Context: an optimization exercise on an open-source flow, tuned for small area and a short achievable clock period. The choices shown serve that exercise and are no tape-out recipe. In this exercise RTL edits were held to simulation tests only and were not proved equivalent to the original.

Setup of north:
// fp_mul_top
module fp_mul_top
(
  input  logic        clk,
  input  logic        reset,
  input  logic [2:0]  r_mode,  
  input  logic [31:0] fp_x,
  input  logic [31:0] fp_y,
  output logic [31:0] fp_z,
  output logic        ovrf,
  output logic        udrf
);
  logic [47:0] sum_a, sum_b;
  logic [22:0] frac_z;
  logic        renorm;
  logic        sign_z;
  assign sign_z = fp_x[31] ^ fp_y[31];
  sig_multiplier sig_multiplier_inst (
    .sig_x ({1'b1, fp_x[22:0]}),  
    .sig_y ({1'b1, fp_y[22:0]}),
    .sum_a (sum_a),
    .sum_b (sum_b)
  );
  norm_round norm_round_inst (
    .sum_a  (sum_a),
    .sum_b  (sum_b),
    .sign_z (sign_z),
    .r_mode (r_mode),
    .frac_z (frac_z),
    .renorm (renorm)
  );
  exp_exc_pack exp_exc_pack_inst (
    .clk    (clk),
    .reset  (reset),
    .fp_x   (fp_x),
    .fp_y   (fp_y),
    .frac_z (frac_z),
    .renorm (renorm),
    .fp_z   (fp_z),
    .ovrf   (ovrf),
    .udrf   (udrf)
  );
endmodule
clock: 14.5 ns
lec_check: 0
abc_area: 1
cap_margin: 20
core_margin: 2
core_utilization: 40
setup_slack_margin: 5
slew_margin: 20
standard.sh (not shown) runs the stock make flow with config.mk's settings and CLKGATE_MAP_FILE= SYNTH_SCRIPT=/design/flow/synth_recipe.tcl, a recipe that flattens the netlist after the stock synthesis.
==> flow/flow/run.sh <==
#!/bin/bash
# Layout flow: the standard flow (standard.sh) with two changes:
#  - synthesis maps the design's fa_cell/ha_cell modules straight to the
#    library's full/half adder cells before flattening (ORFS's synth.tcl with
#    one techmap added after its hierarchy check), and skips Yosys's
#    extract_fa, so the rest of the adders are left to abc;
#  - the port buffers are buf_2 cells instead of the default delay buffers.
set -euo pipefail
here=$(pwd)

sed -e 's#^hierarchy -check -top \$::env(DESIGN_NAME)$#&\ntechmap -map '"$here"'/flow/adder_cells.v#' \
    -e 's#^  extract_fa {\*}\[dont_use_extract_fa_args\]$#  \# extract_fa skipped#' \
  "$FLOW_HOME/scripts/synth.tcl" > "$here/synth_adders.tcl"
grep -q adder_cells.v "$here/synth_adders.tcl"
grep -q "extract_fa skipped" "$here/synth_adders.tcl"
sed 's#source \$::env(SCRIPTS_DIR)/synth.tcl#source '"$here"'/synth_adders.tcl#' \
  "$here/synth_recipe.tcl" > "$here/synth_recipe_adders.tcl"
grep -q synth_adders.tcl "$here/synth_recipe_adders.tcl"
sed 's#SYNTH_SCRIPT=[^ ]*#SYNTH_SCRIPT='"$here"'/synth_recipe_adders.tcl#' \
  "$here/standard.sh" > "$here/standard_adders.sh"
grep -q synth_recipe_adders.tcl "$here/standard_adders.sh"

export BUFFER_PORTS_ARGS="-buffer_cell sky130_fd_sc_hd__buf_2"
bash "$here/standard_adders.sh" > "$here/flow.log" 2>&1
==> flow/flow/adder_cells.v <==
// maps the design's fa_cell and ha_cell modules to the library adder cells
module fa_cell (input a, input b, input ci, output s, output co);
  sky130_fd_sc_hd__fa_1 _TECHMAP_REPLACE_ (.A(a), .B(b), .CIN(ci), .SUM(s), .COUT(co));
endmodule

module ha_cell (input a, input b, output s, output co);
  sky130_fd_sc_hd__ha_1 _TECHMAP_REPLACE_ (.A(a), .B(b), .SUM(s), .COUT(co));
endmodule
Setup changes, north to south
- a change of SETUP_SLACK_MARGIN from 5 to 4
### Flow results
south: done, clean on timing, DRC and antenna
Sequential cell count came out exactly the same in north and south.
south vs north — post-route cell area dropped by a few percent
Compared to north, south has via count 356 lower.
south against north: routed wire length on met3 saw a decrease; filler cell count in the final layout picked up an extra about 2%; mean instance size in the synthesized netlist did not really move; number of H-tree branching levels held; number of resized instances in the post-cts repair step has decreased.
### south -> east
- CORE_UTILIZATION now 60, was 40
- SETUP_SLACK_MARGIN now 5, was 4
==> run summary <==
The run showing the smaller final clock period utilization by the worst path is east. Against south, east comes in 23 points higher on utilization of the core after routing. Multi-input gate area in the final layout: east > south. The flow did not stop early for east: all stages ran, and the layout cleared the timing, DRC and antenna checks. Going from south to east, fmax higher; aggregate routed wire length higher; slew at the pin with the worst max-slew slack lower; fraction of standard cell area in multi-input logic higher.

---

run A:
Another version of the RTL of fp_mul_top (not shown whole).
For scale: about 100 I/O pins, roughly 17000 sq um of cells after synthesis.
export LEC_CHECK = 0
export ABC_AREA = 1
export CAP_MARGIN = 20
export CORE_MARGIN = 2
export CORE_UTILIZATION = 40
export SETUP_SLACK_MARGIN = 5
export SLEW_MARGIN = 20
create_clock -name core_clock -period 14.5 [get_ports {clk}]
==> flow/flow/run.sh <==
#!/bin/bash
# Layout flow: the standard flow (standard.sh) with these changes:
#  - synthesis maps the design's fa_cell/ha_cell modules straight to the
#    library's full/half adder cells before flattening (ORFS's synth.tcl with
#    one techmap added after its hierarchy check), and skips Yosys's
#    extract_fa, so the rest of the adders are left to abc;
#  - abc maps with flow/abc.script, when the version has one;
#  - the port buffers are buf_2 cells instead of the default delay buffers;
#  - make variables from flow/extra_vars.txt, when the version has one.
set -euo pipefail
here=$(pwd)

sed -e 's#^hierarchy -check -top \$::env(DESIGN_NAME)$#&\ntechmap -map '"$here"'/flow/adder_cells.v#' \
    -e 's#^  extract_fa {\*}\[dont_use_extract_fa_args\]$#  \# extract_fa skipped#' \
  "$FLOW_HOME/scripts/synth.tcl" > "$here/synth_adders.tcl"
grep -q adder_cells.v "$here/synth_adders.tcl"
grep -q "extract_fa skipped" "$here/synth_adders.tcl"
if [[ -f "$here/flow/abc.script" ]]; then
  sed -i 's#^  log_cmd abc {\*}\$abc_args$#  log_cmd abc {*}[lreplace $abc_args 1 1 '"$here"'/flow/abc.script]#' "$here/synth_adders.tcl"
  grep -q "flow/abc.script" "$here/synth_adders.tcl"
fi
sed 's#source \$::env(SCRIPTS_DIR)/synth.tcl#source '"$here"'/synth_adders.tcl#' \
  "$here/synth_recipe.tcl" > "$here/synth_recipe_adders.tcl"
grep -q synth_adders.tcl "$here/synth_recipe_adders.tcl"
# extra make variables, from flow/extra_vars.txt if present (one NAME=value per line)
extra=""
if [[ -f "$here/flow/extra_vars.txt" ]]; then
  extra=$(grep -E '^[A-Z_]+=[^ ]+$' "$here/flow/extra_vars.txt" | tr '\n' ' ')
fi
sed -e 's#SYNTH_SCRIPT=[^ ]*#SYNTH_SCRIPT='"$here"'/synth_recipe_adders.tcl#' \
    -e 's#"\${@:-finish}"#'"$extra"'"${@:-finish}"#' \
  "$here/standard.sh" > "$here/standard_adders.sh"
grep -q synth_recipe_adders.tcl "$here/standard_adders.sh"

port_buffer=sky130_fd_sc_hd__buf_2
export BUFFER_PORTS_ARGS="-buffer_cell $port_buffer"
bash "$here/standard_adders.sh" > "$here/flow.log" 2>&1
==> flow/flow/abc.script <==
strash
balance
rewrite
refactor
balance
rewrite
rewrite -z
balance
refactor -z
rewrite -z
balance
balance
rewrite
refactor
balance
rewrite
rewrite -z
balance
refactor -z
rewrite -z
balance
dch
map -B 0.9
topo
stime -c
buffer -c
upsize -c
dnsize -c
Scripts as last shown in full above: flow/flow/adder_cells.v
Run A was carried through to the last stage, and its layout satisfied the timing, DRC and antenna checks.
Relative to run A, the following input files were edited for run B:
- changing CORE_UTILIZATION from 40 to 55
==> flow/flow/abc.script <==
strash
balance
rewrite
refactor
balance
rewrite
rewrite -z
balance
refactor -z
rewrite -z
balance
dch -f
map -B 0.9
topo
stime -c
buffer -c
upsize -c
dnsize -c
Results
Run B went all the way through synthesis, placement and routing and the layout is clean on timing, DRC and antenna.
In run B, number of non-clock inverters in the layout is lower than in run A.
Post-route cell area on run B is ahead of run A.
When run B is measured against run A, its count of unique library cells instantiated by Yosys turns out 19% lower.
Diff run A -> run B | number of DRC markers in iteration 0 | increase of about 7%
On mean number of vias per cell: run B sits above run A.
Via count went down slightly going from run A to run B.
Re total wire length: run A was higher than run B.
A source of the critical timing path of fp_x[11] is what run B shows, while fp_x[5] belongs to run A.
Number of fill cells went down by more than a quarter going from run A to run B.
--- input diff run B..run C ---
- CORE_UTILIZATION changed from 55 to 40
removed: flow/flow/abc.script
Findings:
- From run B to run C the numbers moved as follows: worst slack on hold paths moved up, final critical path time including I/O delays and setup moved up.
- Flip-flop and latch share of the layout cell area across run C and run B: no real change.

---

v6:
Another version of the RTL of fp_mul_top (not shown whole).
For scale: roughly 2700 cells after synthesis, ~34 flip-flops, ~100 I/O pins, ~19000 um2 of cells after synthesis.
Settings: LEC_CHECK=0, ABC_AREA=1, CAP_MARGIN=20, CORE_MARGIN=2, CORE_UTILIZATION=40, SETUP_SLACK_MARGIN=5, SLEW_MARGIN=20; clock period 14.5 ns.
run.sh (not shown) runs the stock make flow with config.mk's settings and CLKGATE_MAP_FILE= SYNTH_SCRIPT=/design/flow/synth_recipe.tcl, a recipe that flattens the netlist after the stock synthesis.
Stock flow here: none of the scripts above is used.
The flow did not stop early for v6: all stages ran, and the layout cleared the timing, DRC and antenna checks.
What v7 does differently from v6 at the input level:
-- flow/config.mk --
<<< v6, line 11
export CORE_UTILIZATION = 40
export SETUP_SLACK_MARGIN = 5
export SLEW_MARGIN = 20
>>> v7, line 11
export CORE_UTILIZATION = 40
export SETUP_SLACK_MARGIN = 4
export SLEW_MARGIN = 20
Notes after the runs:
- Looking at sequential cell area share across v6 and v7, the one that comes out lower is v6.
- In v7 the post-detailed-routing wire length turned out 7.9% lower than in v6.
- Diff v6 -> v7: number of standard cells in the final layout excluding fillers saw a decrease, slack of the critical path saw a decrease, design area fell by 9.3%, post-detailed-placement cell area shows a reduction of 120 um2, share of synthesized area occupied by flip-flops and latches roughly the same.

---

fp_mul_top, a different RTL version from the one above (not shown whole).
Size: roughly 34 flip-flops, about 100 I/O pins.
## fp_mul_top
module fp_mul_top
(
  input  logic        clk,
  input  logic        reset,
  input  logic [2:0]  r_mode,  
  input  logic [31:0] fp_x,
  input  logic [31:0] fp_y,
  output logic [31:0] fp_z,
  output logic        ovrf,
  output logic        udrf
);
  logic [47:0] sum_a, sum_b;
  logic [22:0] frac_z;
  logic        renorm;
  logic        sign_z;
  assign sign_z = fp_x[31] ^ fp_y[31];
  sig_multiplier sig_multiplier_inst (
    .sig_x ({1'b1, fp_x[22:0]}),  
    .sig_y ({1'b1, fp_y[22:0]}),
    .sum_a (sum_a),
    .sum_b (sum_b)
  );
  norm_round norm_round_inst (
    .sum_a  (sum_a),
    .sum_b  (sum_b),
    .sign_z (sign_z),
    .r_mode (r_mode),
    .frac_z (frac_z),
    .renorm (renorm)
  );
  exp_exc_pack exp_exc_pack_inst (
    .clk    (clk),
    .reset  (reset),
    .fp_x   (fp_x),
    .fp_y   (fp_y),
    .frac_z (frac_z),
    .renorm (renorm),
    .fp_z   (fp_z),
    .ovrf   (ovrf),
    .udrf   (udrf)
  );
endmodule
export LEC_CHECK = 0
export ABC_AREA = 1
export CAP_MARGIN = 20
export CORE_MARGIN = 2
export CORE_UTILIZATION = 40
export SETUP_SLACK_MARGIN = 5
export SLEW_MARGIN = 20
export TNS_END_PERCENT = 0
create_clock -name core_clock -period 14.5 [get_ports {clk}]
standard.sh (not shown) runs the stock make flow with config.mk's settings and CLKGATE_MAP_FILE= SYNTH_SCRIPT=/design/flow/synth_recipe.tcl, a recipe that flattens the netlist after the stock synthesis.
Scripts as last shown in full above: flow/flow/run.sh, flow/flow/adder_cells.v
The first run produced a clean layout.
Next try:
==> flow/flow/abc.script (new file) <==
strash
dch
map -D 4500 -B 0.9
topo
stime -c
buffer -c
upsize -c
dnsize -c
TNS_END_PERCENT = not set   (was 0)
What happened: Via count shrinks by 2.0%.
Next try:
TNS_END_PERCENT = 10   (was not set)
removed: flow/flow/abc.script
Wire length came out lower by 0.37%.
Die area came out higher by 1.5%.
Synthesized area climbs by 1.5%.
Worst hold slack is better by 27 ps.
Worst setup slack is worse by 140 ps.
Via count rises by 2.1%.
Count of clock-buffer cells in the layout is higher by 2.
Final area is about the same.
Next try:
==> flow/flow/abc.script (new file) <==
strash
dch
map -D 4000 -B 0.9
topo
stime -c
buffer -c
upsize -c
dnsize -c
TNS_END_PERCENT = not set   (was 10)
=> Via count stays the same. Fmax is unchanged. Global-route usage does not change. Area after synthesis is unchanged. Synthesized cell count does not change.

## separate check: timing with driven ports
How much do the figures lean on ideal ports? The routed layouts below were timed once more, with nothing changed but the port constraints. Step 1, drivers: a clkbuf_16 drives clk and a buf_2 each remaining input, both assumed. Step 2 also shifts input and output timing later by t, the mid clock arrival at the registers, as if the neighbouring blocks saw the same clock. Slacks: ideal ports / drivers / drivers and shift; pairs: ideal ports / drivers.
run	t (ns)	slack for setup (ns)	hold slack, ns	worst slew at a driven data input, ns	pins driven straight from the clock port
north	0.314	5.366 / 5.317 / 5.004	2.924 / 2.913 / 3.226	0.11	1
south	0.314	4.405 / 4.420 / 4.107	2.924 / 2.911 / 3.225	0.05	1
east	0.328	5.258 / 5.249 / 4.922	2.913 / 2.895 / 3.222	0.09	1
run A	0.305	5.310 / 5.317 / 5.012	3.131 / 3.121 / 3.311	0.09	1
run B	0.317	5.317 / 5.329 / 5.012	3.025 / 3.014 / 3.311	0.08	1
run C	0.321	5.290 / 5.288 / 4.967	3.061 / 3.052 / 3.309	0.07	1
v6	0.313	4.884 / 4.889 / 4.576	3.357 / 3.354 / 3.648	0.06	1
v7	0.305	4.251 / 4.247 / 3.942	3.349 / 3.337 / 3.642	0.05	1
the first run of note 4	0.328	5.298 / 5.319 / 4.991	2.834 / 2.815 / 3.143	0.08	1
the second run of note 4	0.334	5.443 / 5.410 / 5.076	2.807 / 2.793 / 3.127	0.08	1
the third run of note 4	0.328	5.298 / 5.319 / 4.991	2.834 / 2.815 / 3.143	0.08	1
the fourth run of note 4	0.328	5.298 / 5.319 / 4.991	2.834 / 2.815 / 3.143	0.08	1
After both steps every run listed still meets setup and hold. For the second run of note 4, which loses most, drivers alone change the setup slack by -0.033 ns; drivers and shift together by -0.367 ns.
